From an optimization exercise on the open Yosys and OpenROAD flow, aimed at small area, a short achievable clock period and few clock cycles per item; shortcuts taken in it are not production practice.
The RTL was checked by simulation tests, not by an equivalence proof against the original design.

**flow/run.sh**
```bash
#!/bin/bash
# synth_recipe.tcl (not shown) runs the flow's synth.tcl, then flattens the netlist and writes it again
# the make line also repeats each setting of config.mk as NAME=value (left out here)
make -C /OpenROAD-flow-scripts/flow DESIGN_CONFIG=/design/flow/config.mk WORK_HOME=/design/flow/orfs CLKGATE_MAP_FILE= SYNTH_SCRIPT=/design/flow/synth_recipe.tcl finish
```
**flow/config.mk**
```make
export PLATFORM = sky130hd
export DESIGN_NAME = signed_integer_alu
export DESIGN_NICKNAME = signed_integer_alu
export VERILOG_FILES = /design/flow/design.v
export SDC_FILE = /design/flow/constraint.sdc
export NUM_CORES = 4
export LEC_CHECK = 0
export CAP_MARGIN = 20
export CORE_MARGIN = 2
export CORE_UTILIZATION = 40
export SLEW_MARGIN = 20
```
**flow/constraint.sdc**
```tcl
create_clock -name core_clock -period 14.0 [get_ports {i_clk}]
set_input_delay 2.8000 -clock core_clock [delete_from_list [all_inputs] [get_ports {i_clk}]]
set_output_delay 2.8000 -clock core_clock [all_outputs]
set_load 0.01 [all_outputs]
```
**flow/design.v**
```verilog
`timescale 1ns / 1ps
`default_nettype none
package sia_pkg;
    localparam int WIDTH      = 32;
    localparam int DIV_STEPS  = 4;
    localparam int DIV_STAGES = (WIDTH + DIV_STEPS - 1) / DIV_STEPS;
    localparam int S_IN   = 0;
    localparam int S_PREP = 1;
    localparam int S_DIV0 = 2;
    localparam int NSTAGE = DIV_STAGES + 3;
    localparam int S_OUT  = NSTAGE - 1;
    typedef logic [WIDTH-1:0] t_word;
    typedef enum logic [1:0] {
        OP_ADD = 2'd0,
        OP_SUB = 2'd1,
        OP_MUL = 2'd2,
        OP_DIV = 2'd3
    } t_op;
    typedef struct packed {
        t_op   op;
        logic  neg;    
        logic  dz;     
        t_word rem;    
        t_word nq;     
        t_word dvs;    
        t_word res;    
    } t_stage;
endpackage
`default_nettype wire
`timescale 1ns / 1ps
`default_nettype none
import sia_pkg::*;
module signed_integer_alu (
    input  wire         i_clk,
    input  wire         i_rst_n,
    input  wire         s_axis_tvalid,
    output logic        s_axis_tready,
    input  wire  [63:0] s_axis_tdata,    
    input  wire  [1:0]  s_axis_tuser,    
    output logic        m_axis_tvalid,
    input  wire         m_axis_tready,
    output logic [31:0] m_axis_tdata,    
    output logic [0:0]  m_axis_tuser     
);
    logic [NSTAGE-1:0] r_valid;
    logic [NSTAGE-1:0] adv;
    logic [NSTAGE-1:0][1:0]       r_op,  n_op;
    logic [NSTAGE-1:0]            r_neg, n_neg;
    logic [NSTAGE-1:0]            r_dz,  n_dz;
    logic [NSTAGE-1:0][WIDTH-1:0] r_rem, n_rem;
    logic [NSTAGE-1:0][WIDTH-1:0] r_nq,  n_nq;
    logic [NSTAGE-1:0][WIDTH-1:0] r_dvs, n_dvs;
    logic [NSTAGE-1:0][WIDTH-1:0] r_res, n_res;
    always_comb begin
        adv[S_OUT] = !r_valid[S_OUT] || m_axis_tready;
        for (int k = S_OUT - 1; k >= 0; k--) begin
            adv[k] = !r_valid[k] || adv[k+1];
        end
    end
    assign s_axis_tready = adv[S_IN];
    always_comb begin
        n_op[S_IN]  = s_axis_tuser;
        n_neg[S_IN] = 1'b0;
        n_dz[S_IN]  = 1'b0;
        n_rem[S_IN] = '0;
        n_nq[S_IN]  = s_axis_tdata[31:0];
        n_dvs[S_IN] = s_axis_tdata[63:32];
        n_res[S_IN] = '0;
    end
    always_comb begin
        logic [WIDTH-1:0] a;
        logic [WIDTH-1:0] b;
        a = r_nq[S_IN];
        b = r_dvs[S_IN];
        n_op[S_PREP]  = r_op[S_IN];
        n_rem[S_PREP] = '0;
        n_neg[S_PREP] = a[WIDTH-1] ^ b[WIDTH-1];
        n_dz[S_PREP]  = (r_op[S_IN] == OP_DIV) && (b == '0);
        n_nq[S_PREP]  = a[WIDTH-1] ? (~a + 1'b1) : a;
        n_dvs[S_PREP] = b[WIDTH-1] ? (~b + 1'b1) : b;
        case (r_op[S_IN])
            OP_ADD:  n_res[S_PREP] = a + b;
            OP_SUB:  n_res[S_PREP] = a - b;
            OP_MUL:  n_res[S_PREP] = a * b;
            default: n_res[S_PREP] = '0;
        endcase
    end
    for (genvar g = 0; g < DIV_STAGES; g++) begin : g_div
        logic [WIDTH:0] shifted;
        logic [WIDTH:0] diff;
        always_comb begin
            n_op[S_DIV0+g]  = r_op[S_DIV0+g-1];
            n_neg[S_DIV0+g] = r_neg[S_DIV0+g-1];
            n_dz[S_DIV0+g]  = r_dz[S_DIV0+g-1];
            n_dvs[S_DIV0+g] = r_dvs[S_DIV0+g-1];
            n_res[S_DIV0+g] = r_res[S_DIV0+g-1];
            n_rem[S_DIV0+g] = r_rem[S_DIV0+g-1];
            n_nq[S_DIV0+g]  = r_nq[S_DIV0+g-1];
            for (int s = 0; s < DIV_STEPS; s++) begin
                if (g * DIV_STEPS + s < WIDTH) begin
                    shifted = {n_rem[S_DIV0+g], n_nq[S_DIV0+g][WIDTH-1]};
                    diff    = shifted - {1'b0, r_dvs[S_DIV0+g-1]};
                    n_nq[S_DIV0+g] = {n_nq[S_DIV0+g][WIDTH-2:0], ~diff[WIDTH]};
                    if (!diff[WIDTH]) begin
                        n_rem[S_DIV0+g] = diff[WIDTH-1:0];
                    end else begin
                        n_rem[S_DIV0+g] = shifted[WIDTH-1:0];
                    end
                end
            end
        end
    end
    always_comb begin
        n_op[S_OUT]  = r_op[S_OUT-1];
        n_neg[S_OUT] = r_neg[S_OUT-1];
        n_dz[S_OUT]  = r_dz[S_OUT-1];
        n_rem[S_OUT] = r_rem[S_OUT-1];
        n_nq[S_OUT]  = r_nq[S_OUT-1];
        n_dvs[S_OUT] = r_dvs[S_OUT-1];
        n_res[S_OUT] = r_res[S_OUT-1];
        if (r_dz[S_OUT-1]) begin
            n_res[S_OUT] = '1;
        end else if (r_op[S_OUT-1] == OP_DIV) begin
            n_res[S_OUT] = r_neg[S_OUT-1] ? (~r_nq[S_OUT-1] + 1'b1) : r_nq[S_OUT-1];
        end
    end
    always_ff @(posedge i_clk) begin
        if (!i_rst_n) begin
            r_valid <= '0;
        end else begin
            if (adv[S_IN]) begin
                r_valid[S_IN] <= s_axis_tvalid;
            end
            for (int k = 1; k < NSTAGE; k++) begin
                if (adv[k]) begin
                    r_valid[k] <= r_valid[k-1];
                end
            end
        end
    end
    always_ff @(posedge i_clk) begin
        for (int k = 0; k < NSTAGE; k++) begin
            if (adv[k]) begin
                r_op[k]  <= n_op[k];
                r_neg[k] <= n_neg[k];
                r_dz[k]  <= n_dz[k];
                r_rem[k] <= n_rem[k];
                r_nq[k]  <= n_nq[k];
                r_dvs[k] <= n_dvs[k];
                r_res[k] <= n_res[k];
            end
        end
    end
    assign m_axis_tvalid   = r_valid[S_OUT];
    assign m_axis_tdata    = r_res[S_OUT];
    assign m_axis_tuser[0] = r_dz[S_OUT];
endmodule
`default_nettype wire
```
==> impl_metrics.csv <==
group,metric,value,unit
run_status,outcome,"finished clean",
drt,drt_wl_total,323.3,mm
worst_setup_path,crit_slowest_cell,"fa_1",
global_route,grt-ovfl-total,0,
global_route,antenna_found_initial,2,
floorplanning,rows,196,
placement,place_ws,-0.2119,ns
clock_network,tritoncts,"built",
clock_network,clk_pin_slew,0.06,ns
run,cap_violations,0,
synthesis,yosys_warnings,1,
timing,tightest_slew,1.387,ns
worst_setup_path,crit_path_max_fanout,13,
timing,slew_headroom,0.04891,
floorplanning,die_w,539.1,µm
layout,drive_above_1_share,0.1397,
timing,fin_worst_skew,0.07877,ns
clock_network,cts.sinks,1202,
worst_setup_path,start_kind,"flop",
layout,postLayoutCellArea,133300,µm²
synthesis,synth_area_per_cell,9.447,µm²
synthesis,syn-cell-area,114500,µm²
worst_setup_path,max_stage_delay,0.41,ns
clock_network,cts-hold-fix-buffers,0,
global_route,grt_pass1_wl,504.6,mm
drt,remaining_drc_errors,0,
placement,numPortBuffers,104,
floorplanning,pin_count,105,
worst_setup_path,worstPathArrival,13.96,ns
floorplanning,die_area,290600,µm²
timing,timing.fmax,74.53,MHz
synthesis,synth_enable_flop_cells,1191,
timing,layout_setup_ws,0.5819,ns
clock_network,cts_max_level,4,
placement,gp_congestion,0.9101,
clock_network,clk_latency,0.83,ns
floorplanning,start_util,0.4019,
layout,area_delta_synth_final,16.36,%
global_route,grt_max_degree,76,
worst_hold_path,hold_class,"reg -> reg",
clock_network,cts_root_buffer,"clkbuf_16",
layout,final_cells,17000,
worst_setup_path,end_kind,"flop",
floorplanning,core_region_area,285000,µm²
synthesis,async_reset_ff_frac,0,
layout,finalNetCount,14790,
synthesis,synthCells,12120,
synthesis,netlist-cell-type-count,100,
timing,min_period_over_period,0.9584,
drt,avgRoutedWirePerCell,19.02,µm
synthesis,ys_seq_elements,1202,
drt,vias_per_cell,5.429,
drt,drtAntennaViolNets,0,
drt,vias,92300,
timing,setup_viol,0,
placement,dp_hpwl,251.5,mm
global_route,grt.total_usage,0.2167,
timing,finalCriticalPeriod,13.42,ns
worst_setup_path,critPathKind,"reg -> reg",
synthesis,ys.flop_type,"edfxtp_1",
drt,first_pass_iters,6,
floorplanning,dieHeight,539.1,µm
clock_network,cts.path.max_buffers,4,
global_route,grt_pass1_vias,90260,
placement,placed_area,127600,µm²
timing,slew_viol_final,0,
placement,numPlacedInstances,16710,
layout,post-route-util,0.4677,
timing,finalHoldViolCount,0,
worst_setup_path,required,14.54,ns
synthesis,yosysSeqAreaShare,0.3142,
clock_network,numCtsBuffers,146,
drt,drt_iter0_markers,5540,
## routing by layer
layer	GRT usage	routed length [µm]
met1	0.2818	141900
met2	0.3698	153100
met3	0.02494	15230
met4	0.07829	13070
met5	0	0
## path summary, 6_finish.rpt
path	slack (ns)	to	cells past startpoint	startpoint
setup reg to reg	0.58	r_rem[260]	62	n_dvs[271]
hold reg to reg	0.35	r_res[207]	0	r_res[175]
hold / removal	0.35	r_res[207]	0	r_res[175]
setup / recovery	0.58	r_rem[260]	62	n_dvs[271]
## cells in the mapped netlist, drive strengths merged, types with 99 or more instances
cell type	n	area (µm²)
a21o	361	2710
a21oi	912	4579
and2	219	1370
clkbuf	287	1077
edfxtp	1191	35760
fa	439	8788
ha	1151	14400
inv	1137	4268
mux2	304	3521
mux2i	99	991.0
nand2	1097	4120
nand2b	213	1333
nand3	151	755.7
nor2	712	2673
nor2b	156	975.9
nor3	157	790.8
o21a	220	1652
o21ai	716	3583
o21bai	102	765.7
or3	102	638.1
xnor2	655	5774
xor2	386	3381
## state kept, by name, summed over array words and instances, names as in the netlist
signal,cells
g_div.shifted,8
n_dvs,256
n_neg,9
n_nq,256
n_op,20
r_dvs,32
r_dz,10
r_nq,56
r_rem,224
r_res,320
r_valid,11
## per-stage QoR
stage / TNS [ns] / hold slack [ns]
floorplan: 0 / 0.4003
global route: -2.681 / 0.3618
CTS: 0 / 0.3415
detailed placement: -0.4051 / 0.4045
finish: 0 / 0.3468
global placement: -0.2964 / 0.4001
## cells by family (layout without fill, tap and decap cells)
kind of cell               after synthesis  in the layout  synth area share
muxes                                  403            403           0.03939
other                                    1             18        0.00003274
DFF                                   1202           1202            0.3142
buffers and inverters                 1511           2605           0.05085
xor gates and xnor gates              1041           1044           0.07993
AOI/OAI and AO/OA                     3258           3258            0.1840
and+or+nand+nor                       3114           3114            0.1288
adders and majority gates             1594           1594            0.2028
## critical path: cells and delay by family, from the launching register on
kind	cells	cell delay, ns
buf+inv	11	1.45
fa+ha+maj	4	1.32
mux	2	0.67
compound gates	34	7.21
simple gates	11	2.08
flops	1	0.38
## cell type report
cell class | count | area (µm²)
Clock inverter | 79 | 839.6
Clock buffer | 174 | 3822
Sequential cell | 1202 | 35980
Antenna cell | 3 | 7.507
Fill cell | 27130 | 151700
Timing Repair Buffer | 1214 | 9826
Inverter | 1138 | 4299
Multi-Input combinational cell | 9428 | 73780
Tap cell | 3762 | 4707
## cells in the final DEF, fill, tap and decap left out, types with 84 or more instances in the layout
cell	count
mux2_2	275
nor2_1	710
nand3_1	151
o21bai_1	100
clkdlybuf4s50_1	104
clkbuf_16	151
fa_1	439
nor3_1	151
and3_1	93
nand2_1	1090
xor2_1	377
xnor2_1	640
o21ai_0	658
o21a_1	220
o31ai_1	84
buf_4	1068
nor2b_1	153
or3_1	102
a21o_1	361
and2_1	217
mux2i_1	95
edfxtp_1	1191
nand2b_1	212
ha_1	1148
inv_1	1121
a21oi_1	894
## timing repair
| action | CTS | global route |
|---|---|---|
| endpoints found under the setup margin | 57 | 230 |
| buffers inserted | 0 | 24 |
| gates resized for setup | 7 | 140 |
| pin swaps | 0 | 40 |
| gates cloned | 0 | 6 |
Testbench counts, summed over its fixed seeds: cycles 6,044, items 6,000.

[separate check: timing with driven ports]
The results above use ideal ports. As a check the final layout listed here was re-extracted and re-timed, cells and wires unchanged.
Step 1 assumes that a clkbuf_16 drives the clock port and a buf_2 every other input.
Step 2, shift: input delay + t, output delay - t, t = (earliest + latest rising clock arrival at the registers) / 2. This alone moves slack from input paths to output paths.
Three values: no drivers, after step 1, after step 2; two values: the first two.
t (ns): 0.879
slack for setup (ns): 0.582 / 0.582 / 0.582
hold slack, ns: 0.347 / 0.347 / 0.347
worst register clock-pin slew, ns: 0.06 / 0.06
cell pins on the clock port's net: 1
After both steps this run still meets setup and hold. For this run, drivers alone change the setup slack by 0.000 ns; drivers and shift together by 0.000 ns.
